This is an optimization exercise on Yosys and OpenROAD, whose aim is small area, a short achievable clock period and few clock cycles per item, not a production implementation. At most, simulation tests tie the RTL to the original design; equivalence was not proved. Power is estimated from default activity; no workload was simulated.

Setup of the baseline:
## dual_axis_pid_with_error_weighting_top
module dual_axis_pid_with_error_weighting_top #(
   parameter int CONTROL_HZ = dapid_pkg::CONTROL_HZ_DEF,
   parameter int ANGLE_BITS = dapid_pkg::ANGLE_BITS_DEF
) (
   input  logic        clock,
   input  logic        reset,
   input  logic        req_tvalid,
   output logic        req_tready,
   input  logic [31:0] req_tdata,
   input  logic [1:0]  req_tuser,
   output logic        rsp_tvalid,
   input  logic        rsp_tready,
   output logic [63:0] rsp_tdata,
   input  logic        csr_psel,
   input  logic        csr_penable,
   input  logic        csr_pwrite,
   input  logic [4:0]  csr_paddr,
   input  logic [31:0] csr_pwdata,
   output logic [31:0] csr_prdata,
   output logic        csr_pready
);
Settings: LEC_CHECK=0, ABC_AREA=1, CAP_MARGIN=20, CORE_MARGIN=2, CORE_UTILIZATION=60, PLACE_DENSITY=0.72, SLEW_MARGIN=20, SYNTH_HIERARCHICAL=1; clock period 11.0 ns.
run.sh (not shown) runs the stock make flow with config.mk's settings and CLKGATE_MAP_FILE= SYNTH_SCRIPT=/design/flow/synth_recipe.tcl, a recipe that flattens the netlist after the stock synthesis.
Testbench counts of the baseline, summed over its fixed seeds: cycles 6,457, ticks 2,048.
--- input diff the baseline..the candidate ---
--- a/flow/design.v
+++ b/flow/design.v
@@ -69,19 +69,20 @@
       else if (st[QST+1] && adv) begin
          if (isum > 19'sd65536) integ <= 18'sd65536;
          else if (isum < -19'sd65536) integ <= -18'sd65536;
          else integ <= isum[17:0];
       end
    end
-   logic [15:0] abs_e;
-   logic [16:0] tol3;
-   logic        above, far;
-   assign abs_e = e_prev[15] ? 16'(-e_prev) : 16'(e_prev);
-   assign tol3  = 17'(tol) + {1'b0, tol, 1'b0};
-   assign above = abs_e > 16'(tol);
-   assign far   = {abs_e, 1'b0} > tol3;
+   logic signed [18:0] ap, an, fp, fn;
+   logic               above, far;
+   assign ap    = 19'(e_prev) - 19'(tol) - 19'sd1;                        
+   assign an    = 19'(e_prev) + 19'(tol);                                 
+   assign fp    = (19'(e_prev) <<< 1) - 19'(tol) - (19'(tol) <<< 1) - 19'sd1;
+   assign fn    = (19'(e_prev) <<< 1) + 19'(tol) + (19'(tol) <<< 1);
+   assign above = e_prev[15] ? an[18] : !ap[18];
+   assign far   = e_prev[15] ? fn[18] : !fp[18];
    always_ff @(posedge clock) begin
       if (st[1] && adv) w1 <= {above && far, above && !far};
       if (st[4] && adv) w2 <= w1;
    end
    logic signed [25:0] r50;
    logic signed [15:0] g_in;
==> comparison <==
On die outline area, the candidate tracks the baseline almost exactly. The candidate vs. the baseline: number of inverters outside the clock class in the layout lost about 2%, number of antenna violations at the first check in global routing went down by 1, post-synthesis sequential area ratio essentially unchanged, area growth from synthesis to layout went up, total non-filler cell area in the finished layout rose 0.33%. Maximum single-stage delay on the critical path: the candidate < the baseline. The candidate and the baseline ended up with nearly the same max-capacitance violation count. In the candidate the setup slack turned out 0.21 ns higher than in the baseline. Of the candidate and the baseline, the candidate shows the higher register-to-register slack, with the baseline below it. The candidate: number of different library cells in the post-synthesis netlist 2 below the baseline. Re wire length of the first global-routing pass: the candidate and the baseline aren't equal, and the lower value belongs to the candidate. Synthesized area across the candidate and the baseline: no real change. Diff the baseline -> the candidate | number of clock buffers in the layout | down by a little under 10%.
Function not checked in the candidate: the RTL went through the layout flow alone.

--- another note on this design; it stands on its own ---

Design dual_axis_pid_with_error_weighting_top, start of the top module:
module dual_axis_pid_with_error_weighting_top #(
   parameter int CONTROL_HZ = dapid_pkg::CONTROL_HZ_DEF,
   parameter int ANGLE_BITS = dapid_pkg::ANGLE_BITS_DEF
) (
   input  logic        clock,
   input  logic        reset,
   input  logic        req_tvalid,
   output logic        req_tready,
   input  logic [31:0] req_tdata,
   input  logic [1:0]  req_tuser,
   output logic        rsp_tvalid,
   input  logic        rsp_tready,
   output logic [63:0] rsp_tdata,
   input  logic        csr_psel,
   input  logic        csr_penable,
   input  logic        csr_pwrite,
   input  logic [4:0]  csr_paddr,
   input  logic [31:0] csr_pwdata,
   output logic [31:0] csr_prdata,
   output logic        csr_pready
);
export LEC_CHECK = 0
export ABC_AREA = 1
export CAP_MARGIN = 20
export CORE_MARGIN = 2
export CORE_UTILIZATION = 60
export CTS_BUF_LIST = sky130_fd_sc_hd__clkbuf_8
export CTS_CLUSTER_SIZE = 30
export PLACE_DENSITY = 0.72
export SLEW_MARGIN = 20
export SYNTH_HIERARCHICAL = 1
create_clock -name core_clock -period 11.0 [get_ports {clock}]
run.sh (not shown) runs the stock make flow with config.mk's settings and CLKGATE_MAP_FILE= SYNTH_SCRIPT=/design/flow/synth_recipe.tcl, a recipe that flattens the netlist after the stock synthesis.
Testbench counts at the start, summed over its fixed seeds: cycles 6,457, ticks 2,048.
Rerun with:
- CTS_BUF_LIST: sky130_fd_sc_hd__clkbuf_8 -> sky130_fd_sc_hd__clkbuf_4 sky130_fd_sc_hd__clkbuf_8
- CTS_CLUSTER_SIZE: 30 -> default
Effect:
- first-iteration DRC count fell slightly
- via count barely changes
- clock power rose by a few percent
- non-clock buffer count does not change
- die area stays the same

## re-timing with driven ports
The results above use ideal ports. As a check the final layouts listed here were re-extracted and re-timed, cells and wires unchanged. Step 1 sets driving cells, clkbuf_16 on the clock port and buf_2 on the other inputs (assumed; they add their load-dependent delay and slew). Step 2 also shifts input and output timing later by t, the mid clock arrival at the registers, as if the neighbouring blocks saw the same clock. Three values: ideal ports, drivers, drivers and shift; two values: the first two.
run | t, ns | slack for setup (ns) | clock arrival spread, ns | worst slew at a driven data input, ns
the baseline | 0.760 | 6.487 / 6.487 / 6.487 | 0.049 / 0.049 | 0.14
the candidate | 0.770 | 6.694 / 6.694 / 6.069 | 0.039 / 0.039 | 0.08
the first run of note 2 | 0.943 | 6.519 / 6.519 / 6.483 | 0.050 / 0.050 | 0.14
the second run of note 2 | 0.948 | 6.573 / 6.558 / 6.485 | 0.044 / 0.044 | 0.14
After both steps setup and hold are still met in every run listed. The setup slack of the candidate, which loses most, moves by 0.000 ns with the drivers and by -0.625 ns with both steps.
